Context: an optimization exercise on an open-source flow, tuned for small area, a short achievable clock period and few clock cycles per item. The choices shown serve that exercise and are no tape-out recipe. The RTL was checked by simulation tests, not by an equivalence proof against the original design.

## flow/design.v (module list and top-level ports; edited modules follow where they fit)
// module twiddle_rom_l0: 19 lines
// module twiddle_rom_l1: 19 lines
// module twiddle_rom_l2: 19 lines
// module twiddle_rom_l3: 19 lines
// module twiddle_mul_l0: 865 lines
// module twiddle_mul_l1: 867 lines
// module twiddle_mul_l2: 860 lines
// module twiddle_mul_l3: 867 lines
// module add_hi_bk: 72 lines
// module butterfly_stage: 127 lines
// module input_credit_buffer: 28 lines
// module output_credit_queue: 30 lines
// module fft_stage_top: 60 lines
module fft_stage_top (
    input  logic        clk,
    input  logic        rstn,
    input  logic        in_valid,
    input  logic [51:0] in_a_re,
    input  logic [51:0] in_a_im,
    input  logic [51:0] in_b_re,
    input  logic [51:0] in_b_im,
    input  logic        out_credit,
    output logic        in_credit,
    output logic        out_valid,
    output logic [91:0] out_add_re,
    output logic [91:0] out_add_im,
    output logic [91:0] out_diff_re,
    output logic [91:0] out_diff_im
);
  // ...
==> flow/flow/run.sh <==
#!/bin/bash
# The standard layout, with the port buffers that buffer_ports inserts made
# plain sky130 buffers (buf_2) instead of its default delay cell.
set -euo pipefail
export BUFFER_PORTS_ARGS="-buffer_cell sky130_fd_sc_hd__buf_2"
bash standard.sh > standard_flow.log 2>&1
==> flow/standard.sh <==
#!/bin/bash
# synth_recipe.tcl (not shown) runs the flow's synth.tcl, then flattens the netlist and writes it again
# the make line also repeats each setting of config.mk as NAME=value (left out here)
make -C /OpenROAD-flow-scripts/flow DESIGN_CONFIG=/design/flow/config.mk WORK_HOME=/design/flow/orfs CLKGATE_MAP_FILE= SYNTH_SCRIPT=/design/flow/synth_recipe.tcl "${@:-finish}"
==> flow/config.mk <==
export PLATFORM = sky130hd
export DESIGN_NAME = fft_stage_top
export DESIGN_NICKNAME = fft_stage_top
export VERILOG_FILES = /design/flow/design.v
export SDC_FILE = /design/flow/constraint.sdc
export NUM_CORES = 4
export LEC_CHECK = 0
export CAP_MARGIN = 20
export CORE_MARGIN = 2
export CORE_UTILIZATION = 40
export CTS_CLUSTER_DIAMETER = 150
export CTS_CLUSTER_SIZE = 24
export SETUP_SLACK_MARGIN = 4.0
export SLEW_MARGIN = 20
==> flow/constraint.sdc <==
create_clock -name core_clock -period 7.5 [get_ports {clk}]
set_input_delay 1.5000 -clock core_clock [delete_from_list [all_inputs] [get_ports {clk}]]
set_output_delay 1.5000 -clock core_clock [all_outputs]
set_load 0.01 [all_outputs]
==> impl_summary.txt, run 1 <==
----------------------------------------------------
[Clock network]
  H-tree depth ... 3
  Clock Tree Root ... sky130_fd_sc_hd__clkbuf_16
  Maximum number of buffers from clock root to sink ... 4
  Number of post-CTS setup repair buffers ... roughly 130

[Setup path]
  Class of the most critical setup path ... reg -> reg
  Element type at the critical path end ... register
  Critical path buffer and inverter count ... 1
  Critical path, cell by cell ... nand2_8 > buf_12 > mux2_2
  Timing startpoint of the critical path ... u_out_cr.s1_load
  Critical R2R Launch ... u_out_cr.s1_load
  Number of cells on the critical path ... 3
  Worst reg-to-reg setup slack ... between 4 and 5 ns
  Worst Setup Start Kind ... register

[Finish]
  Commonest cells after routing, fill and taps aside ... 1553 x sky130_fd_sc_hd__fa_1, 1378 x sky130_fd_sc_hd__xnor2_1, 1330 x sky130_fd_sc_hd__inv_1
  Utilization of the core after routing ... roughly 45%
  Seq cells ... ~1800
  Clk cell area share ... 1.79%

[Logic synthesis]
  Dominant combinational cell family by area after synthesis ... adder cells
  Synth Area in Compound Gates ... 8.71%
  Mux contribution to synthesized area ... 1.82%
  Async set-reset flop share out of synthesis ... less than 1%
  Top cell types by occurrence after synthesis ... 1561 x sky130_fd_sc_hd__fa_1, 1399 x sky130_fd_sc_hd__xnor2_1, 1394 x sky130_fd_sc_hd__inv_1
  Leading cell types by total area after synthesis ... sky130_fd_sc_hd__edfxtp_1 29%, sky130_fd_sc_hd__fa_1 23%, sky130_fd_sc_hd__xnor2_1 9.1%, sky130_fd_sc_hd__dfxtp_1 7.2%, sky130_fd_sc_hd__ha_1 7.1%
  Count of distinct cell types in the synthesized netlist ... 75

[Run status]
  Run status ... complete, no violations

[Floorplan]
  # rows ... 212
  IO Count ... 582

[Drt]
  DRT met1 WL ... roughly 180 mm
  Post-route DRC ... 0
  Count of antenna-violating nets left after detailed routing ... 0

[Min path]
  Hold path endpoint ... u_bfly.res_diff_im[69]
  Min-Delay Startpoint ... u_bfly.lo_r[15][0]
  Number of stages on the worst hold path ... 0

[STA]
  Relative slew slack ... approximately 28%
  Fin worst setup slack ... 4.01 ns
  Final Max Tran Viols ... 0
  Unrepaired setup endpoints after global routing ... yes
  Actual transition at the worst max-transition pin ... ~1.1 ns

[Placed design]
  Total placed cells including tap cells ... approximately 16000

[Global routing]
  Largest net degree at the start of global routing ... approximately 130
  Met1 Usage GRT ... approximately 34%

----------------------------------------------------
Testbench counts, summed over its fixed seeds: cycles 3,232, blocks 3,200.
==> module butterfly_stage, before the edit <==
module butterfly_stage (
    input  logic        clk,
    input  logic        rstn,
    input  logic        pair_valid,    
    input  logic        s1_load,       
    input  logic        s2_load,       
    input  logic [51:0] pair_a_re,     
    input  logic [51:0] pair_a_im,
    input  logic [51:0] pair_b_re,
    input  logic [51:0] pair_b_im,
    output logic        v1_next,       
    output logic        v2_next,       
    output logic [91:0] res_add_re,    
    output logic [91:0] res_add_im,
    output logic [91:0] res_diff_re,
    output logic [91:0] res_diff_im
);
    localparam int LO = 4;         
    localparam int HI = 23 - LO;
    logic [55:0] sum_re, sum_im, dif_re, dif_im;
    logic [2:0]  blk_idx, blk_d1, blk_s1;
    logic        v1, v2;
    assign blk_s1 = s1_load ? blk_idx : blk_d1;
    assign v1_next = s1_load ? pair_valid : v1;
    assign v2_next = s2_load ? v1 : v2;
    always_ff @(posedge clk or negedge rstn) begin
        if (!rstn) begin
            blk_idx <= '0;
            v1      <= 1'b0;
            v2      <= 1'b0;
        end else begin
            v1 <= v1_next;
            v2 <= v2_next;
            if (pair_valid && s1_load) blk_idx <= blk_idx + 3'd1;
        end
    end
    always_ff @(posedge clk) begin
        blk_d1 <= blk_s1;
        if (s1_load) begin
            for (int i = 0; i < 4; i++) begin
                sum_re[i*14 +: 14] <= 14'($signed(pair_a_re[i*13 +: 13])) + 14'($signed(pair_b_re[i*13 +: 13]));
                sum_im[i*14 +: 14] <= 14'($signed(pair_a_im[i*13 +: 13])) + 14'($signed(pair_b_im[i*13 +: 13]));
                dif_re[i*14 +: 14] <= 14'($signed(pair_a_re[i*13 +: 13])) - 14'($signed(pair_b_re[i*13 +: 13]));
                dif_im[i*14 +: 14] <= 14'($signed(pair_a_im[i*13 +: 13])) - 14'($signed(pair_b_im[i*13 +: 13]));
            end
        end
    end
    logic [LO-1:0] lo   [4][4], lo_r [4][4];
    logic          cy   [4][4], cy_r [4][4];
    logic [HI-1:0] ca   [4][4], ca_r [4][4];
    logic [HI-1:0] cb   [4][4], cb_r [4][4];
    logic [HI-1:0] hi   [4][4];
    for (genvar l = 0; l < 4; l++) begin : g_lane
        logic [11:0] sel_re, sel_im, sel_nim;           
        logic [11:0] a_re, a_im, a_nim, n_re, n_im, n_nim;    
        always_ff @(posedge clk) begin
            a_re <= sel_re;   a_im <= sel_im;   a_nim <= sel_nim;
            n_re <= ~sel_re;  n_im <= ~sel_im;  n_nim <= ~sel_nim;
        end
        if (l == 0) begin : g_l0
            twiddle_rom_l0 u_rom (.blk(blk_s1), .sel_re(sel_re), .sel_im(sel_im), .sel_nim(sel_nim));
            twiddle_mul_l0 u_add (.d_re(sum_re[l*14 +: 14]), .d_im(sum_im[l*14 +: 14]),
                .sel_re(a_re), .sel_im(a_im), .sel_nim(a_nim),
                .p_re_lo(lo[l][0]), .p_re_c(cy[l][0]), .p_re_a(ca[l][0]), .p_re_b(cb[l][0]),
                .p_im_lo(lo[l][1]), .p_im_c(cy[l][1]), .p_im_a(ca[l][1]), .p_im_b(cb[l][1]));
            twiddle_mul_l0 u_dif (.d_re(dif_re[l*14 +: 14]), .d_im(dif_im[l*14 +: 14]),
                .sel_re(~n_re), .sel_im(~n_im), .sel_nim(~n_nim),
                .p_re_lo(lo[l][2]), .p_re_c(cy[l][2]), .p_re_a(ca[l][2]), .p_re_b(cb[l][2]),
                .p_im_lo(lo[l][3]), .p_im_c(cy[l][3]), .p_im_a(ca[l][3]), .p_im_b(cb[l][3]));
        end else if (l == 1) begin : g_l1
            twiddle_rom_l1 u_rom (.blk(blk_s1), .sel_re(sel_re), .sel_im(sel_im), .sel_nim(sel_nim));
            twiddle_mul_l1 u_add (.d_re(sum_re[l*14 +: 14]), .d_im(sum_im[l*14 +: 14]),
                .sel_re(a_re), .sel_im(a_im), .sel_nim(a_nim),
                .p_re_lo(lo[l][0]), .p_re_c(cy[l][0]), .p_re_a(ca[l][0]), .p_re_b(cb[l][0]),
                .p_im_lo(lo[l][1]), .p_im_c(cy[l][1]), .p_im_a(ca[l][1]), .p_im_b(cb[l][1]));
            twiddle_mul_l1 u_dif (.d_re(dif_re[l*14 +: 14]), .d_im(dif_im[l*14 +: 14]),
                .sel_re(~n_re), .sel_im(~n_im), .sel_nim(~n_nim),
                .p_re_lo(lo[l][2]), .p_re_c(cy[l][2]), .p_re_a(ca[l][2]), .p_re_b(cb[l][2]),
                .p_im_lo(lo[l][3]), .p_im_c(cy[l][3]), .p_im_a(ca[l][3]), .p_im_b(cb[l][3]));
        end else if (l == 2) begin : g_l2
            twiddle_rom_l2 u_rom (.blk(blk_s1), .sel_re(sel_re), .sel_im(sel_im), .sel_nim(sel_nim));
            twiddle_mul_l2 u_add (.d_re(sum_re[l*14 +: 14]), .d_im(sum_im[l*14 +: 14]),
                .sel_re(a_re), .sel_im(a_im), .sel_nim(a_nim),
                .p_re_lo(lo[l][0]), .p_re_c(cy[l][0]), .p_re_a(ca[l][0]), .p_re_b(cb[l][0]),
                .p_im_lo(lo[l][1]), .p_im_c(cy[l][1]), .p_im_a(ca[l][1]), .p_im_b(cb[l][1]));
            twiddle_mul_l2 u_dif (.d_re(dif_re[l*14 +: 14]), .d_im(dif_im[l*14 +: 14]),
                .sel_re(~n_re), .sel_im(~n_im), .sel_nim(~n_nim),
                .p_re_lo(lo[l][2]), .p_re_c(cy[l][2]), .p_re_a(ca[l][2]), .p_re_b(cb[l][2]),
                .p_im_lo(lo[l][3]), .p_im_c(cy[l][3]), .p_im_a(ca[l][3]), .p_im_b(cb[l][3]));
        end else begin : g_l3
            twiddle_rom_l3 u_rom (.blk(blk_s1), .sel_re(sel_re), .sel_im(sel_im), .sel_nim(sel_nim));
            twiddle_mul_l3 u_add (.d_re(sum_re[l*14 +: 14]), .d_im(sum_im[l*14 +: 14]),
                .sel_re(a_re), .sel_im(a_im), .sel_nim(a_nim),
                .p_re_lo(lo[l][0]), .p_re_c(cy[l][0]), .p_re_a(ca[l][0]), .p_re_b(cb[l][0]),
                .p_im_lo(lo[l][1]), .p_im_c(cy[l][1]), .p_im_a(ca[l][1]), .p_im_b(cb[l][1]));
            twiddle_mul_l3 u_dif (.d_re(dif_re[l*14 +: 14]), .d_im(dif_im[l*14 +: 14]),
                .sel_re(~n_re), .sel_im(~n_im), .sel_nim(~n_nim),
                .p_re_lo(lo[l][2]), .p_re_c(cy[l][2]), .p_re_a(ca[l][2]), .p_re_b(cb[l][2]),
                .p_im_lo(lo[l][3]), .p_im_c(cy[l][3]), .p_im_a(ca[l][3]), .p_im_b(cb[l][3]));
        end
        for (genvar o = 0; o < 4; o++) begin : g_out
            logic [HI-1:0] hi_n;
            add_hi_bk u_cpa (.a(ca_r[l][o]), .b(cb_r[l][o]), .ci(~cy_r[l][o]), .y(hi_n));
            assign hi[l][o] = ~hi_n;
        end
    end
    always_ff @(posedge clk) begin
        if (s2_load) begin
            for (int l = 0; l < 4; l++) begin
                for (int o = 0; o < 4; o++) begin
                    lo_r[l][o] <= lo[l][o];
                    cy_r[l][o] <= cy[l][o];
                    ca_r[l][o] <= ~ca[l][o];    
                    cb_r[l][o] <= ~cb[l][o];
                end
            end
        end
    end
    always_ff @(posedge clk) begin
        for (int l = 0; l < 4; l++) begin
            res_add_re[l*23 +: 23]  <= {hi[l][0], lo_r[l][0]};
            res_add_im[l*23 +: 23]  <= {hi[l][1], lo_r[l][1]};
            res_diff_re[l*23 +: 23] <= {hi[l][2], lo_r[l][2]};
            res_diff_im[l*23 +: 23] <= {hi[l][3], lo_r[l][3]};
        end
    end
endmodule
==> inputs of run 2 (changes only) <==
--- a/flow/design.v
+++ b/flow/design.v
@@ -3533,6 +3533,56 @@
     assign p_im_a = {1'b1, n769, n828, n825, n822, n819, n816, n813, n810, n807, n804, n801, n798, n795, n792, n789, n786, n783, n780};
     assign p_im_b = {1'b0, n831, n830, n827, n824, n821, n818, n815, n812, n809, n806, n803, n800, n797, n794, n791, n788, n785, n782};
 endmodule
+module add14_bk (input logic [13:0] a, input logic [13:0] b, input logic ci, output logic [13:0] y);
+    logic [14:0] p, g;
+    assign p = {a ^ b, 1'b0};
+    assign g = {a & b, ci};
+    wire G0 = g[1] | (p[1] & g[0]);
+    wire P0 = p[1] & p[0];
+    wire G1 = g[3] | (p[3] & g[2]);
+    wire P1 = p[3] & p[2];
+    wire G2 = g[5] | (p[5] & g[4]);
+    wire P2 = p[5] & p[4];
+    wire G3 = g[7] | (p[7] & g[6]);
+    wire P3 = p[7] & p[6];
+    wire G4 = g[9] | (p[9] & g[8]);
+    wire P4 = p[9] & p[8];
+    wire G5 = g[11] | (p[11] & g[10]);
+    wire P5 = p[11] & p[10];
+    wire G6 = g[13] | (p[13] & g[12]);
+    wire P6 = p[13] & p[12];
+    wire G7 = G1 | (P1 & G0);
+    wire P7 = P1 & P0;
+    wire G8 = G3 | (P3 & G2);
+    wire P8 = P3 & P2;
+    wire G9 = G5 | (P5 & G4);
+    wire P9 = P5 & P4;
+    wire G10 = G8 | (P8 & G7);
+    wire P10 = P8 & P7;
+    wire G11 = G9 | (P9 & G10);
+    wire P11 = P9 & P10;
+    wire G12 = G2 | (P2 & G7);
+    wire P12 = P2 & P7;
+    wire G13 = G4 | (P4 & G10);
+    wire P13 = P4 & P10;
+    wire G14 = G6 | (P6 & G11);
+    wire P14 = P6 & P11;
+    wire G15 = g[2] | (p[2] & G0);
+    wire P15 = p[2] & P0;
+    wire G16 = g[4] | (p[4] & G7);
+    wire P16 = p[4] & P7;
+    wire G17 = g[6] | (p[6] & G12);
+    wire P17 = p[6] & P12;
+    wire G18 = g[8] | (p[8] & G10);
+    wire P18 = p[8] & P10;
+    wire G19 = g[10] | (p[10] & G13);
+    wire P19 = p[10] & P13;
+    wire G20 = g[12] | (p[12] & G11);
+    wire P20 = p[12] & P11;
+    wire G21 = g[14] | (p[14] & G14);
+    wire P21 = p[14] & P14;
+    assign y = {p[14] ^ G14, p[13] ^ G20, p[12] ^ G11, p[11] ^ G19, p[10] ^ G13, p[9] ^ G18, p[8] ^ G10, p[7] ^ G17, p[6] ^ G12, p[5] ^ G16, p[4] ^ G7, p[3] ^ G15, p[2] ^ G0, p[1] ^ g[0]};
+endmodule
 module add_hi_bk (input logic [18:0] a, input logic [18:0] b, input logic ci, output logic [18:0] y);
     logic [19:0] p, g;
     assign p = {a ^ b, 1'b0};
@@ -3625,9 +3675,8 @@
     localparam int LO = 4;         
     localparam int HI = 23 - LO;
     logic [55:0] sum_re, sum_im, dif_re, dif_im;
-    logic [2:0]  blk_idx, blk_d1, blk_s1;
+    logic [2:0]  blk_idx, blk_d1;
     logic        v1, v2;
-    assign blk_s1 = s1_load ? blk_idx : blk_d1;
     assign v1_next = s1_load ? pair_valid : v1;
     assign v2_next = s2_load ? v1 : v2;
     always_ff @(posedge clk or negedge rstn) begin
@@ -3641,15 +3690,25 @@
             if (pair_valid && s1_load) blk_idx <= blk_idx + 3'd1;
         end
     end
+    logic [55:0] sum_re_n, sum_im_n, dif_re_n, dif_im_n;
+    for (genvar i = 0; i < 4; i++) begin : g_bfly
+        logic [13:0] ar, ai, br, bi;
+        assign ar = {pair_a_re[i*13+12], pair_a_re[i*13 +: 13]};
+        assign ai = {pair_a_im[i*13+12], pair_a_im[i*13 +: 13]};
+        assign br = {pair_b_re[i*13+12], pair_b_re[i*13 +: 13]};
+        assign bi = {pair_b_im[i*13+12], pair_b_im[i*13 +: 13]};
+        add14_bk u_sr (.a(ar), .b(br),  .ci(1'b0), .y(sum_re_n[i*14 +: 14]));
+        add14_bk u_si (.a(ai), .b(bi),  .ci(1'b0), .y(sum_im_n[i*14 +: 14]));
+        add14_bk u_dr (.a(ar), .b(~br), .ci(1'b1), .y(dif_re_n[i*14 +: 14]));
+        add14_bk u_di (.a(ai), .b(~bi), .ci(1'b1), .y(dif_im_n[i*14 +: 14]));
+    end
     always_ff @(posedge clk) begin
-        blk_d1 <= blk_s1;
         if (s1_load) begin
-            for (int i = 0; i < 4; i++) begin
-                sum_re[i*14 +: 14] <= 14'($signed(pair_a_re[i*13 +: 13])) + 14'($signed(pair_b_re[i*13 +: 13]));
-                sum_im[i*14 +: 14] <= 14'($signed(pair_a_im[i*13 +: 13])) + 14'($signed(pair_b_im[i*13 +: 13]));
-                dif_re[i*14 +: 14] <= 14'($signed(pair_a_re[i*13 +: 13])) - 14'($signed(pair_b_re[i*13 +: 13]));
-                dif_im[i*14 +: 14] <= 14'($signed(pair_a_im[i*13 +: 13])) - 14'($signed(pair_b_im[i*13 +: 13]));
-            end
+            blk_d1 <= blk_idx;
+            sum_re <= sum_re_n;
+            sum_im <= sum_im_n;
+            dif_re <= dif_re_n;
+            dif_im <= dif_im_n;
         end
     end
     logic [LO-1:0] lo   [4][4], lo_r [4][4];
@@ -3658,50 +3717,45 @@
     logic [HI-1:0] cb   [4][4], cb_r [4][4];
     logic [HI-1:0] hi   [4][4];
     for (genvar l = 0; l < 4; l++) begin : g_lane
-        logic [11:0] sel_re, sel_im, sel_nim;           
-        logic [11:0] a_re, a_im, a_nim, n_re, n_im, n_nim;    
-        always_ff @(posedge clk) begin
-            a_re <= sel_re;   a_im <= sel_im;   a_nim <= sel_nim;
-            n_re <= ~sel_re;  n_im <= ~sel_im;  n_nim <= ~sel_nim;
-        end
+        logic [11:0] sel_re, sel_im, sel_nim;
         if (l == 0) begin : g_l0
-            twiddle_rom_l0 u_rom (.blk(blk_s1), .sel_re(sel_re), .sel_im(sel_im), .sel_nim(sel_nim));
+            twiddle_rom_l0 u_rom (.blk(blk_d1), .sel_re(sel_re), .sel_im(sel_im), .sel_nim(sel_nim));
             twiddle_mul_l0 u_add (.d_re(sum_re[l*14 +: 14]), .d_im(sum_im[l*14 +: 14]),
-                .sel_re(a_re), .sel_im(a_im), .sel_nim(a_nim),
+                .sel_re(sel_re), .sel_im(sel_im), .sel_nim(sel_nim),
                 .p_re_lo(lo[l][0]), .p_re_c(cy[l][0]), .p_re_a(ca[l][0]), .p_re_b(cb[l][0]),
                 .p_im_lo(lo[l][1]), .p_im_c(cy[l][1]), .p_im_a(ca[l][1]), .p_im_b(cb[l][1]));
             twiddle_mul_l0 u_dif (.d_re(dif_re[l*14 +: 14]), .d_im(dif_im[l*14 +: 14]),
-                .sel_re(~n_re), .sel_im(~n_im), .sel_nim(~n_nim),
+                .sel_re(sel_re), .sel_im(sel_im), .sel_nim(sel_nim),
                 .p_re_lo(lo[l][2]), .p_re_c(cy[l][2]), .p_re_a(ca[l][2]), .p_re_b(cb[l][2]),
                 .p_im_lo(lo[l][3]), .p_im_c(cy[l][3]), .p_im_a(ca[l][3]), .p_im_b(cb[l][3]));
         end else if (l == 1) begin : g_l1
-            twiddle_rom_l1 u_rom (.blk(blk_s1), .sel_re(sel_re), .sel_im(sel_im), .sel_nim(sel_nim));
+            twiddle_rom_l1 u_rom (.blk(blk_d1), .sel_re(sel_re), .sel_im(sel_im), .sel_nim(sel_nim));
             twiddle_mul_l1 u_add (.d_re(sum_re[l*14 +: 14]), .d_im(sum_im[l*14 +: 14]),
-                .sel_re(a_re), .sel_im(a_im), .sel_nim(a_nim),
+                .sel_re(sel_re), .sel_im(sel_im), .sel_nim(sel_nim),
                 .p_re_lo(lo[l][0]), .p_re_c(cy[l][0]), .p_re_a(ca[l][0]), .p_re_b(cb[l][0]),
                 .p_im_lo(lo[l][1]), .p_im_c(cy[l][1]), .p_im_a(ca[l][1]), .p_im_b(cb[l][1]));
             twiddle_mul_l1 u_dif (.d_re(dif_re[l*14 +: 14]), .d_im(dif_im[l*14 +: 14]),
-                .sel_re(~n_re), .sel_im(~n_im), .sel_nim(~n_nim),
+                .sel_re(sel_re), .sel_im(sel_im), .sel_nim(sel_nim),
                 .p_re_lo(lo[l][2]), .p_re_c(cy[l][2]), .p_re_a(ca[l][2]), .p_re_b(cb[l][2]),
                 .p_im_lo(lo[l][3]), .p_im_c(cy[l][3]), .p_im_a(ca[l][3]), .p_im_b(cb[l][3]));
         end else if (l == 2) begin : g_l2
-            twiddle_rom_l2 u_rom (.blk(blk_s1), .sel_re(sel_re), .sel_im(sel_im), .sel_nim(sel_nim));
+            twiddle_rom_l2 u_rom (.blk(blk_d1), .sel_re(sel_re), .sel_im(sel_im), .sel_nim(sel_nim));
             twiddle_mul_l2 u_add (.d_re(sum_re[l*14 +: 14]), .d_im(sum_im[l*14 +: 14]),
-                .sel_re(a_re), .sel_im(a_im), .sel_nim(a_nim),
+                .sel_re(sel_re), .sel_im(sel_im), .sel_nim(sel_nim),
                 .p_re_lo(lo[l][0]), .p_re_c(cy[l][0]), .p_re_a(ca[l][0]), .p_re_b(cb[l][0]),
                 .p_im_lo(lo[l][1]), .p_im_c(cy[l][1]), .p_im_a(ca[l][1]), .p_im_b(cb[l][1]));
             twiddle_mul_l2 u_dif (.d_re(dif_re[l*14 +: 14]), .d_im(dif_im[l*14 +: 14]),
-                .sel_re(~n_re), .sel_im(~n_im), .sel_nim(~n_nim),
+                .sel_re(sel_re), .sel_im(sel_im), .sel_nim(sel_nim),
                 .p_re_lo(lo[l][2]), .p_re_c(cy[l][2]), .p_re_a(ca[l][2]), .p_re_b(cb[l][2]),
                 .p_im_lo(lo[l][3]), .p_im_c(cy[l][3]), .p_im_a(ca[l][3]), .p_im_b(cb[l][3]));
         end else begin : g_l3
-            twiddle_rom_l3 u_rom (.blk(blk_s1), .sel_re(sel_re), .sel_im(sel_im), .sel_nim(sel_nim));
+            twiddle_rom_l3 u_rom (.blk(blk_d1), .sel_re(sel_re), .sel_im(sel_im), .sel_nim(sel_nim));
             twiddle_mul_l3 u_add (.d_re(sum_re[l*14 +: 14]), .d_im(sum_im[l*14 +: 14]),
-                .sel_re(a_re), .sel_im(a_im), .sel_nim(a_nim),
+                .sel_re(sel_re), .sel_im(sel_im), .sel_nim(sel_nim),
                 .p_re_lo(lo[l][0]), .p_re_c(cy[l][0]), .p_re_a(ca[l][0]), .p_re_b(cb[l][0]),
                 .p_im_lo(lo[l][1]), .p_im_c(cy[l][1]), .p_im_a(ca[l][1]), .p_im_b(cb[l][1]));
             twiddle_mul_l3 u_dif (.d_re(dif_re[l*14 +: 14]), .d_im(dif_im[l*14 +: 14]),
-                .sel_re(~n_re), .sel_im(~n_im), .sel_nim(~n_nim),
+                .sel_re(sel_re), .sel_im(sel_im), .sel_nim(sel_nim),
                 .p_re_lo(lo[l][2]), .p_re_c(cy[l][2]), .p_re_a(ca[l][2]), .p_re_b(cb[l][2]),
                 .p_im_lo(lo[l][3]), .p_im_c(cy[l][3]), .p_im_a(ca[l][3]), .p_im_b(cb[l][3]));
         end
==> run 2 against run 1 <==
Still clean. Worst hold slack better by 0.030 ns. Final cell count fell by 4.6%. Setup slack worse by 0.024 ns. Sequential cell count decreased by 68. Core utilization grew 0.29 points. Non-clock buffer count is 66 higher. Wire length decreased by 1.6%. Critical endpoint is now u_bfly.cb_r[14][11].
==> impl_summary.txt, run 2 <==
----------------------------------------------------
[Min path]
  Classification of the worst-slack hold path ... reg -> reg
  Min-Delay Startpoint ... u_bfly.lo_r[0][1]
  Hold path endpoint ... u_bfly.res_add_re[1]
  Number of stages on the worst hold path ... 0 (unchanged)

[Logic synthesis]
  Post-Syn Area per Cell ... between 10 and 15 um^2
  Synthesized instance count ... between 10000 and 15000
  Synth Warn # ... 22
  Cell taking the most area after synthesis ... sky130_fd_sc_hd__edfxtp_1
  Seq/Total Area, Yosys ... 36.0%
  Count of flip-flops with a built-in enable after synthesis ... ~1300
  Synthesized cell area ... 131000 um^2
  Top FF cell, synth ... sky130_fd_sc_hd__edfxtp_1
  Most numerous cell in the Yosys netlist ... sky130_fd_sc_hd__fa_1
  Synthesized netlist net count ... between 10000 and 15000
  Top-area cell type share of the netlist area ... 29.3%
  Async set-reset flop share out of synthesis ... 0.814% (+0.031 points)
  Flop and latch count out of synthesis ... roughly 1700
  Count of distinct cell types in the synthesized netlist ... 68 (-9.3%)
  Top cell types by occurrence after synthesis ... 1641 x sky130_fd_sc_hd__fa_1, 1283 x sky130_fd_sc_hd__edfxtp_1, 1283 x sky130_fd_sc_hd__inv_1
  Leading cell types by total area after synthesis ... sky130_fd_sc_hd__edfxtp_1 29%, sky130_fd_sc_hd__fa_1 25%, sky130_fd_sc_hd__xnor2_1 7.7%, sky130_fd_sc_hd__ha_1 7.0%, sky130_fd_sc_hd__dfxtp_1 6.4%

[Global routing]
  Largest net degree at the start of global routing ... 158 (+24%)
  Global route total overflow ... 0
  Via count of the first global-routing pass ... approximately 90000
  Tot GR Track Use ... 24.0%
  First-pass GRT wire length ... about 600 mm
  Antenna violations before repair ... around 50

[Setup path]
  Capture point of the worst reg-to-reg path ... u_bfly.cb_r[14][11]
  Critical R2R Launch ... u_bfly.dif_re[55]
  Class of the most critical setup path ... reg -> reg
  Gate family responsible for the most delay along the worst path ... adder cells
  Critical path buffer and inverter count ... 0 (-1)
  Delay of the slowest cell on the worst path ... 0.85 ns
  Required time of the worst setup path ... approximately 8.1 ns
  Cell occurring most often along the worst timing path ... sky130_fd_sc_hd__fa_1
  Worst Setup Start Kind ... register
  Element type at the critical path end ... register
  R2r worst-path depth ... 6
  Arrival time of data at the critical path endpoint ... between 4 and 5 ns
  Critical path, cell by cell ... o21ai_0 > xnor2_1 > fa_1 > fa_2 > fa_1 > fa_1
  Number of cells on the critical path ... 6 (+3)
  Cell with the biggest individual delay on the critical path ... sky130_fd_sc_hd__edfxtp_1
  Worst reg-to-reg setup slack ... 3.99 ns (-0.02 ns)
  Worst-path maximum fanout ... 14

[Placed design]
  GPL Wtd Cong ... 0.892
  Estimated wirelength of the detail-placed design ... around 280 mm
  Total placed cells including tap cells ... 15100 (-5.2%)
  Placed standard-cell area ... 138000 um^2
  Minimum setup slack after placement ... roughly 3.0 ns
  Total of buffers placed on input and output ports ... 581

[STA]
  Tightest hold margin ... roughly 0.34 ns
  Final clock skew ... roughly 0.093 ns
  Final-report hold violation count ... 0
  Fin worst setup slack ... 3.99 ns (-0.0236 ns)
  Relative slew slack ... 24.4% (-3.2 points)
  FMAX ... ~280 MHz
  Actual transition at the worst max-transition pin ... 1.13 ns (+0.0483 ns)
  Final critical delay including setup and external delays ... about 3.5 ns
  Unrepaired setup endpoints after global routing ... yes
  Final worst path period share ... between 40% and 50%
  Final Max Tran Viols ... 0 (unchanged)
  Setup TNS ... 0 ns
  Endpoints failing setup ... 0

[Finish]
  Fraction of final layout cells with drive strength greater than 1 ... approximately 14%
  Largest registers in the final layout ... u_bfly.ca_r x288, u_bfly.cb_r x288
  Layout overhead on the synthesized area ... 11.7%
  Commonest cells after routing, fill and taps aside ... 1633 x sky130_fd_sc_hd__fa_1, 1283 x sky130_fd_sc_hd__edfxtp_1, 1280 x sky130_fd_sc_hd__inv_1
  Area of all placed cells without fillers ... around 150000 um^2
  Number of nets in the layout ... 13800
  Number of cells in the finished layout apart from fillers ... 15700
  Most common cell after layout, fill and taps aside ... sky130_fd_sc_hd__fa_1
  Utilization of the core after routing ... 44.9% (+0.29 points)

[Floorplan]
  Area of the die ... between 300000 and 400000 um^2
  Height of the die ... about 580 um
  Initial Utilization ... between 40% and 50%
  Die outline width ... just under 600 um
  Placeable core region ... about 330000 um^2
  # rows ... 210 (-0.94%)
  IO Count ... 582 (unchanged)

[Drt]
  Drt via density ... about 5.5
  Routed wire length per instance ... between 20 and 30 um
  DRC violation total after the first TritonRoute iteration ... about 8900
  Post-route DRC ... 0 (unchanged)
  Total Routed Length ... about 410 mm
  Via count ... roughly 86000
  Count of antenna-violating nets left after detailed routing ... 0 (unchanged)
  Number of iterations in the first detailed-routing pass ... 7

[Clock network]
  Register clock-pin slew on the reported worst setup and hold paths ... 0.10 ns
  Num CTS Buffers ... 89
  H-tree depth ... 3 (unchanged)
  Maximum number of buffers from clock root to sink ... 4 (unchanged)
  Clock Tree Root ... sky130_fd_sc_hd__clkbuf_16
  Sinks on Clock Net ... approximately 1700
  Hold buffers post-CTS ... 0
  Clock latency on the worst-skew pair ... roughly 0.91 ns
  Clock tree from TritonCTS ... built

[Flow run]
  # Max-Cap Violations ... 0

[Run status]
  Run status ... complete, no violations

----------------------------------------------------
-- run 2: kinds of logic after synthesis --
logic type	share of synthesized area [%]
fa+ha+maj	32.0
buf+inv	6.01
compound gates	9.54
xor+xnor	11.6
flops	36.0
simple gates	3.08
mux	1.81
-- run 2: worst reg2reg max path: cells and delay by family (launching register included) --
family | cells | cell delay [ns]
AOI/OAI and AO/OA | 1 | 0.29
adders and majority gates | 4 | 1.84
xor gates and xnor gates | 1 | 0.32
DFF | 1 | 0.85
-- run 2: worst max path at each step --
| stage | from | endpoint |
|---|---|---|
| after floorplan | u_out_cr.s2_load | u_out_cr.send |
| after global placement | u_bfly.g_lane[2].genblk1.genblk1.g_l2.u_add.n75 | u_bfly.cb_r[8][4] |
| after detailed placement | u_bfly.g_lane[2].genblk1.genblk1.g_l2.u_add.n75 | u_bfly.cb_r[8][5] |
| after CTS | u_bfly.dif_im[47] | u_bfly.cb_r[15][3] |
| after global routing | u_bfly.dif_re[36] | u_bfly.cb_r[11][7] |
| final | u_bfly.dif_re[55] | u_bfly.cb_r[14][11] |
-- run 2: timing repair --
item | in CTS | in global routing
resized for setup | 149 | 134
gates cloned | 4 | 6
pin swaps | 0 | 12
endpoints found under the setup margin | 872 | 268
setup buffers | 219 | 176
-- run 2: area by class of cell --
type,instances,area [um^2]
Clock buffer,140,2470
Fill cell,29600,180000
Tap cell,4346,5440
Inverter,1300,4950
Sequential cell,1719,47500
Timing Repair Buffer,1089,9540
Antenna cell,28,70.1
Multi-Input combinational cell,7021,76700
Clock inverter,14,164
-- run 2: metal layers --
metal	vias to the layer above	share of wire (%)	GRT usage, %
met1	44300	41	32.5
met5	-	0.020	0
li1	36700	-	-
met2	4050	46	37.7
met4	12	4.8	10.5
met3	754	8.5	4.27
Testbench counts of run 2, summed over its fixed seeds: cycles 3,232, blocks 3,200.
==> inputs of run 3 (changes only) <==
--- a/flow/config.mk
+++ b/flow/config.mk
@@ -7,7 +7,7 @@
 export LEC_CHECK = 0
 export CAP_MARGIN = 20
 export CORE_MARGIN = 2
-export CORE_UTILIZATION = 40
+export CORE_UTILIZATION = 45
 export CTS_CLUSTER_DIAMETER = 150
 export CTS_CLUSTER_SIZE = 24
 export SETUP_SLACK_MARGIN = 4.0
==> run 3 against run 2 <==
Setup slack gained 0.0012 ns. Clock-buffer cell count grew 6. Synthesized cell count is the same. Worst hold slack lost 0.0011 ns. Still clean on timing, DRC and antenna. Critical path depth grew 1. Synthesized area is the same. Sequential cell count is the same. Final area shrank 0.27%. Final cell count shrank 2.8%. Sequential share of layout area grew 0.090 points.
==> impl_summary.txt, run 3 <==
----------------------------------------------------
[Logic synthesis]
  Top-area cell type share of the netlist area ... 29.3% (unchanged)
  Top cell types by occurrence after synthesis ... 1641 x sky130_fd_sc_hd__fa_1, 1283 x sky130_fd_sc_hd__edfxtp_1, 1283 x sky130_fd_sc_hd__inv_1
  Async set-reset flop share out of synthesis ... 0.814% (unchanged)
  Most numerous cell in the Yosys netlist ... sky130_fd_sc_hd__fa_1
  Seq/Total Area, Yosys ... 36.0% (unchanged)
  Mux contribution to synthesized area ... 1.81% (unchanged)
  Count of flip-flops with a built-in enable after synthesis ... 1283 (unchanged)
  Synth Area in Compound Gates ... 9.54% (unchanged)
  Cell taking the most area after synthesis ... sky130_fd_sc_hd__edfxtp_1
  Synthesized netlist net count ... 13400 (unchanged)
  Post-synthesis share of cell area spent on full adders, half adders and majority gates ... 32.0% (unchanged)
  Synth Warn # ... 22 (unchanged)
  Simple-gate portion of the synthesized area ... 3.08% (unchanged)
  Synthesized cell area ... 131000 um^2 (unchanged)
  Dominant combinational cell family by area after synthesis ... adder cells
  Top FF cell, synth ... sky130_fd_sc_hd__edfxtp_1
  Share of the synthesized netlist area taken by xor and xnor gates ... 11.6% (unchanged)
  Count of distinct cell types in the synthesized netlist ... 68 (unchanged)
  Synthesized instance count ... 10800 (unchanged)
  Flop and latch count out of synthesis ... 1719 (unchanged)
  Post-Syn Area per Cell ... 12.2 um^2 (unchanged)
  Leading cell types by total area after synthesis ... sky130_fd_sc_hd__edfxtp_1 29%, sky130_fd_sc_hd__fa_1 25%, sky130_fd_sc_hd__xnor2_1 7.7%, sky130_fd_sc_hd__ha_1 7.0%, sky130_fd_sc_hd__dfxtp_1 6.4%

[Drt]
  DRC violation total after the first TritonRoute iteration ... 8067 (-9.6%)
  Number of iterations in the first detailed-routing pass ... 6 (-1)
  Count of antenna-violating nets left after detailed routing ... 0 (unchanged)
  Routed wire length per instance ... 26.4 um (+1.7%)
  Total Routed Length ... 401 mm (-1.2%)
  Via count ... 85800 (+0.043%)
  Drt via density ... 5.64 (+3.0%)
  Post-route DRC ... 0 (unchanged)

[Finish]
  Sequential cell area ... 47500 um^2 (about the same)
  Most common cell after layout, fill and taps aside ... sky130_fd_sc_hd__fa_1
  Number of cells in the finished layout apart from fillers ... 15200 (-2.8%)
  Number of nets in the layout ... 13800 (-0.043%)
  Largest registers in the final layout ... u_bfly.ca_r x288, u_bfly.cb_r x288
  Layout overhead on the synthesized area ... 11.4%
  Total area of multi-input combinational cells ... 76700 um^2 (about the same)
  Fraction of final layout cells with drive strength greater than 1 ... 14.1% (-0.14 points)
  Commonest cells after routing, fill and taps aside ... 1637 x sky130_fd_sc_hd__fa_1, 1283 x sky130_fd_sc_hd__edfxtp_1, 1280 x sky130_fd_sc_hd__inv_1
  Filler instances ... 25500 (-14%)

[Clock network]
  Maximum number of buffers from clock root to sink ... 4 (unchanged)
  Clock latency on the worst-skew pair ... 0.89 ns (-0.02 ns)
  Num CTS Buffers ... 88 (-1.1%)
  H-tree depth ... 3 (unchanged)
  Register clock-pin slew on the reported worst setup and hold paths ... 0.12 ns (+0.02 ns)
  Clock Tree Root ... sky130_fd_sc_hd__clkbuf_16
  Sinks on Clock Net ... 1719 (unchanged)
  Clock tree from TritonCTS ... built

[Floorplan]
  Placeable core region ... 291000 um^2 (-11%)
  IO Count ... 582 (unchanged)
  Initial Utilization ... 45.2% (+5.0 points)
  Area of the die ... 296000 um^2 (-11%)
  # rows ... 198 (-5.7%)
  Die outline width ... 544 um (-5.7%)
  Height of the die ... 544 um (-5.7%)

[Global routing]
  Tot GR Track Use ... 26.9% (+2.9 points)
  Antenna violations before repair ... 23 (-55%)
  First-pass GRT wire length ... 596 mm (-0.24%)
  Largest net degree at the start of global routing ... 177 (+12%)
  Global route total overflow ... 0 (unchanged)
  Via count of the first global-routing pass ... 91500 (+1.4%)

[Setup path]
  Arrival time of data at the critical path endpoint ... 4.14 ns (about the same)
  Class of the most critical setup path ... reg -> reg
  Cell occurring most often along the worst timing path ... sky130_fd_sc_hd__fa_1
  Worst-path maximum fanout ... 13 (-1)
  Critical path, cell by cell ... and2_1 > a21oi_1 > xnor2_1 > fa_1 > fa_1 > fa_1 > fa_1
  Delay of the slowest cell on the worst path ... 0.79 ns (-0.06 ns)
  Element type at the critical path end ... register
  Required time of the worst setup path ... 8.12 ns (about the same)
  R2r worst-path depth ... 7 (+1)
  Worst Setup Start Kind ... register
  Cell with the biggest individual delay on the critical path ... sky130_fd_sc_hd__edfxtp_1

[Placed design]
  GPL Wtd Cong ... 0.889 (-0.29%)
  Total of buffers placed on input and output ports ... 581 (unchanged)
  Estimated wirelength of the detail-placed design ... 267 mm (-3.3%)
  Total placed cells including tap cells ... 14600 (-3.0%)

[STA]
  Unrepaired setup endpoints after global routing ... yes
  Final Max Tran Viols ... 0 (unchanged)
  Final worst path period share ... 46.8% (about the same)
  Actual transition at the worst max-transition pin ... 1.16 ns (+0.0253 ns)
  Final critical delay including setup and external delays ... 3.51 ns (-0.00122 ns)
  Final-report hold violation count ... 0 (unchanged)
  Endpoints failing setup ... 0 (unchanged)
  Setup TNS ... 0 ns (unchanged)
  Tightest hold margin ... 0.343 ns (-0.00108 ns)
  Final clock skew ... 0.0499 ns (-0.0426 ns)
  Relative slew slack ... 22.7% (-1.7 points)
  FMAX ... 285 MHz (about the same)

[Run status]
  Run status ... complete, no violations

[Flow run]
  # Max-Cap Violations ... 0 (unchanged)

[Min path]
  Classification of the worst-slack hold path ... reg -> reg
  Number of stages on the worst hold path ... 0 (unchanged)

----------------------------------------------------
run 3: layout make-up:
cell class / instances / share of cell area [%]
Multi-Input combinational cell: 7021 / 52.4
Sequential cell: 1719 / 32.4
Timing Repair Buffer: 1084 / 6.59
Inverter: 1300 / 3.41
Tap cell: 3900 / 3.33
Clock buffer: 146 / 1.70
Clock inverter: 11 / 0.0820
Antenna cell: 31 / 0.0530
run 3: worst paths after layout:
kind	from	endpoint	slack (ns)
hold / removal	u_bfly.lo_r[8][2]	u_bfly.res_add_re[48]	0.34
hold reg to reg	u_bfly.lo_r[8][2]	u_bfly.res_add_re[48]	0.34
setup / recovery	u_bfly.dif_im[11]	u_bfly.cb_r[2][10]	3.99
max in group asynchronous	rstn	u_out_cr.s1_load	6.58
setup reg to reg	u_bfly.dif_im[11]	u_bfly.cb_r[2][10]	3.99
min in group asynchronous	rstn	u_in_buf.count[1]	0.57
run 3: kinds of logic (layout without fill, tap and decap cells):
kind of cell,count (synthesis),in the layout
mux,212,212
fa+ha+maj,2373,2373
xor+xnor,1739,1739
compound gates,1804,1804
other cells,0,31
buf+inv,2064,2541
flops,1719,1719
simple gates,893,893
run 3: worst max-delay path, delay by kind of cell (launching register included):
family / cells / cell delay [ns]
xor+xnor: 1 / 0.26
simple gates: 1 / 0.28
fa+ha+maj: 4 / 1.86
compound gates: 1 / 0.07
flops: 1 / 0.79
run 3: metal layers:
layer	vias to the layer above	GRT usage, %	part of all wire [%]
li1	36600	-	-
met1	44400	35.8	40
met2	3947	43.4	47
met3	820	4.44	8.0
met4	8	11.8	5.0
met5	-	0	0.024
run 3: per-stage QoR:
| step | cell area [um^2] | utilization, % | setup WS (ns) |
|---|---|---|---|
| floorplan | 131000 | - | 2.29 |
| global placement | 137000 | 47.2 | 2.72 |
| detailed placement | 137000 | 47.2 | 2.68 |
| CTS | 143000 | 49.3 | 3.96 |
| global route | 146000 | 50.3 | 3.95 |
| finish | 146000 | 50.3 | 3.99 |
run 3: timing repair:
item | 4_1_cts | 5_1_grt
setup buffers | 228 | 162
hold buffers | 0 | 0
gates cloned | 3 | 10
pin swaps | 3 | 18
setup endpoints to repair | 542 | 245
gates resized for setup | 171 | 131
==> inputs of run 4 (changes only) <==
--- a/flow/config.mk
+++ b/flow/config.mk
@@ -7,8 +7,8 @@
 export LEC_CHECK = 0
 export CAP_MARGIN = 20
 export CORE_MARGIN = 2
-export CORE_UTILIZATION = 45
-export CTS_CLUSTER_DIAMETER = 150
-export CTS_CLUSTER_SIZE = 24
+export CORE_UTILIZATION = 40
+export CTS_CLUSTER_DIAMETER = 120
+export CTS_CLUSTER_SIZE = 20
 export SETUP_SLACK_MARGIN = 4.0
 export SLEW_MARGIN = 20
==> run 4 against run 3 <==
Still clean on timing, DRC and antenna. Via count rose by 0.21%. Setup slack better by 0.0076 ns. Synthesized cell count stayed put. Critical path depth unchanged. Final area rose by 1.1%. Worst hold slack worse by 0.0063 ns. Non-clock buffer count is 37 higher. Maximum frequency increased by 0.22%.
==> impl_summary.txt, run 4 <==
----------------------------------------------------
[Setup path]
  Worst Setup Start Kind ... register
  Worst reg-to-reg setup slack ... 4.00 ns (about the same)
  Required time of the worst setup path ... 8.17 ns (+0.05 ns)
  Class of the most critical setup path ... reg -> reg
  Worst-path maximum fanout ... 14 (+1)
  Arrival time of data at the critical path endpoint ... 4.17 ns (+0.03 ns)
  Element type at the critical path end ... register

[Logic synthesis]
  Count of distinct cell types in the synthesized netlist ... 68 (unchanged)
  Synthesized cell area ... 131000 um^2 (unchanged)
  Seq/Total Area, Yosys ... 36.0% (unchanged)
  Synth Warn # ... 22 (unchanged)
  Synthesized instance count ... 10800 (unchanged)
  Top cell types by occurrence after synthesis ... 1641 x sky130_fd_sc_hd__fa_1, 1283 x sky130_fd_sc_hd__edfxtp_1, 1283 x sky130_fd_sc_hd__inv_1
  Synthesized netlist net count ... 13400 (unchanged)
  Flop and latch count out of synthesis ... 1719 (unchanged)
  Cell taking the most area after synthesis ... sky130_fd_sc_hd__edfxtp_1
  Top FF cell, synth ... sky130_fd_sc_hd__edfxtp_1
  Most numerous cell in the Yosys netlist ... sky130_fd_sc_hd__fa_1
  Async set-reset flop share out of synthesis ... 0.814% (unchanged)
  Leading cell types by total area after synthesis ... sky130_fd_sc_hd__edfxtp_1 29%, sky130_fd_sc_hd__fa_1 25%, sky130_fd_sc_hd__xnor2_1 7.7%, sky130_fd_sc_hd__ha_1 7.0%, sky130_fd_sc_hd__dfxtp_1 6.4%
  Count of flip-flops with a built-in enable after synthesis ... 1283 (unchanged)
  Top-area cell type share of the netlist area ... 29.3% (unchanged)
  Post-Syn Area per Cell ... 12.2 um^2 (unchanged)

[Drt]
  Drt via density ... 5.46 (-3.2%)
  Post-route DRC ... 0 (unchanged)
  Number of iterations in the first detailed-routing pass ... 7 (+1)
  Count of antenna-violating nets left after detailed routing ... 0 (unchanged)
  Via count ... 86000 (+0.21%)
  Routed wire length per instance ... 25.9 um (-1.8%)
  DRC violation total after the first TritonRoute iteration ... 8718 (+8.1%)
  Total Routed Length ... 407 mm (+1.6%)

[Floorplan]
  Placeable core region ... 327000 um^2 (+12%)
  Height of the die ... 577 um (+6.0%)
  # rows ... 210 (+6.1%)
  Initial Utilization ... 40.2% (-5.0 points)
  Die outline width ... 577 um (+6.0%)
  IO Count ... 582 (unchanged)
  Area of the die ... 333000 um^2 (+12%)

[Placed design]
  Total of buffers placed on input and output ports ... 581 (unchanged)
  Estimated wirelength of the detail-placed design ... 276 mm (+3.4%)
  GPL Wtd Cong ... 0.892 (+0.29%)

[Clock network]
  Register clock-pin slew on the reported worst setup and hold paths ... 0.09 ns (-0.03 ns)
  Clock latency on the worst-skew pair ... 0.96 ns (+0.07 ns)
  Clock Tree Root ... sky130_fd_sc_hd__clkbuf_16
  H-tree depth ... 3 (unchanged)
  Num CTS Buffers ... 111 (+26%)
  Clock tree from TritonCTS ... built
  Maximum number of buffers from clock root to sink ... 4 (unchanged)
  Sinks on Clock Net ... 1719 (unchanged)
  Hold buffers post-CTS ... 0 (unchanged)

[Global routing]
  Antenna violations before repair ... 49 (+110%)
  Via count of the first global-routing pass ... 90600 (-1.1%)
  First-pass GRT wire length ... 600 mm (+0.62%)
  Global route total overflow ... 0 (unchanged)
  Largest net degree at the start of global routing ... 158 (-11%)
  Tot GR Track Use ... 24.1% (-2.8 points)

[Finish]
  Number of nets in the layout ... 13900 (+0.43%)
  Filler instances ... 29500 (+16%)
  Layout overhead on the synthesized area ... 12.6%
  Sequential cell area ... 47500 um^2 (about the same)
  Total area of multi-input combinational cells ... 76700 um^2 (about the same)
  Fraction of final layout cells with drive strength greater than 1 ... 14.8% (+0.66 points)
  Largest registers in the final layout ... u_bfly.ca_r x288, u_bfly.cb_r x288
  Commonest cells after routing, fill and taps aside ... 1635 x sky130_fd_sc_hd__fa_1, 1283 x sky130_fd_sc_hd__edfxtp_1, 1280 x sky130_fd_sc_hd__inv_1
  Most common cell after layout, fill and taps aside ... sky130_fd_sc_hd__fa_1

[Flow run]
  # Max-Cap Violations ... 0 (unchanged)

[STA]
  Actual transition at the worst max-transition pin ... 1.13 ns (-0.0344 ns)
  Endpoints failing setup ... 0 (unchanged)
  Unrepaired setup endpoints after global routing ... yes
  Final critical delay including setup and external delays ... 3.50 ns (-0.00756 ns)
  Setup TNS ... 0 ns (unchanged)
  Relative slew slack ... 25.0% (+2.3 points)
  FMAX ... 285 MHz (+0.22%)
  Final clock skew ... 0.113 ns (+0.0626 ns)
  Final Max Tran Viols ... 0 (unchanged)
  Final-report hold violation count ... 0 (unchanged)
  Final worst path period share ... 46.7% (-0.10 points)

[Run status]
  Run status ... complete, no violations

[Min path]
  Classification of the worst-slack hold path ... reg -> reg

----------------------------------------------------
## run 4: cell families after synthesis
family	after synthesis	synth area share, %
AND/OR/NAND/NOR	893	3.08
XOR/XNOR	1739	11.6
flip-flops	1719	36.0
multiplexers	212	1.81
AO/OA/AOI/OAI	1804	9.54
adder cells (fa/ha/maj)	2373	32.0
buffers and inverters	2064	6.01
## run 4: timing repair
action                     4_1_cts  5_1_grt
gates cloned                     5        6
buffers inserted               212      214
setup endpoints to repair      858      254
pin swaps                        1       16
resized for setup              156      143
## run 4: layout make-up
type	count	area share, %
Multi-Input combinational cell	7021	51.8
Inverter	1300	3.35
Sequential cell	1719	32.1
Clock inverter	29	0.237
Timing Repair Buffer	1121	6.72
Antenna cell	29	0.0490
Clock buffer	176	2.08
Tap cell	4346	3.67
## run 4: final timing paths
check,from,to,cells past startpoint
worst max-delay path,u_bfly.dif_im[44],u_bfly.cb_r[15][4],7
worst min-delay path,u_bfly.lo_r[10][1],u_bfly.res_diff_re[47],0
worst max register to register,u_bfly.dif_im[44],u_bfly.cb_r[15][4],7
worst min register to register,u_bfly.lo_r[10][1],u_bfly.res_diff_re[47],0
max in group asynchronous,rstn,u_out_cr.s2_load,1
min in group asynchronous,rstn,u_bfly.blk_idx[1],1
## run 4: stage by stage
stage | hold slack, ns | utilization [%] | std cells | cell area [um^2] | worst slack, ns
floorplan | 0.323 | - | 10800 | 131000 | 2.29
global placement | 0.324 | 42.1 | 15100 | 138000 | 3.10
detailed placement | 0.327 | 42.1 | 15100 | 138000 | 3.04
CTS | 0.339 | 44.2 | 15500 | 145000 | 3.96
global route | 0.349 | 45.2 | 15700 | 148000 | 3.96
finish | 0.337 | 45.3 | 15700 | 148000 | 4.00
## run 4: routing by layer
metal | track usage, % | up-vias | share of wire [%]
met4 | 10.8 | 10 | 4.8
met5 | 0 | - | 0.016
met2 | 37.6 | 4167 | 46
met1 | 32.5 | 44200 | 40
li1 | - | 36800 | -
met3 | 4.68 | 781 | 9.0
## run 4: critical path, stage by stage (launching register included)
cell and delay (ns):
sky130_fd_sc_hd__edfxtp_1 1.04, sky130_fd_sc_hd__a22oi_1 0.26, sky130_fd_sc_hd__xnor2_1 0.19, sky130_fd_sc_hd__ha_1 0.29
sky130_fd_sc_hd__inv_1 0.05, sky130_fd_sc_hd__fa_1 0.49, sky130_fd_sc_hd__fa_1 0.52, sky130_fd_sc_hd__fa_1 0.40

## separate check: timing with driven ports
No port has a modelled driver above. Below, the same layouts with a new extraction and two added sets of constraints.
Step 1 assumes that a clkbuf_16 drives the clock port and a buf_2 every other input.
Step 2 also shifts input and output timing later by t, the mid clock arrival at the registers, as if the neighbouring blocks saw the same clock.
a / b / c = ideal ports / drivers / drivers and shift; a / b = the first two.
run	t (ns)	setup WS [ns]	hold WS [ns]
run 1	0.978	4.011 / 4.011 / 4.011	0.314 / 0.314 / 0.314
run 2	0.972	3.987 / 3.987 / 3.987	0.344 / 0.344 / 0.344
run 3	0.957	3.989 / 3.989 / 3.989	0.343 / 0.343 / 0.343
run 4	1.005	3.996 / 3.996 / 3.996	0.337 / 0.337 / 0.337
After both steps every run listed still meets setup and hold.
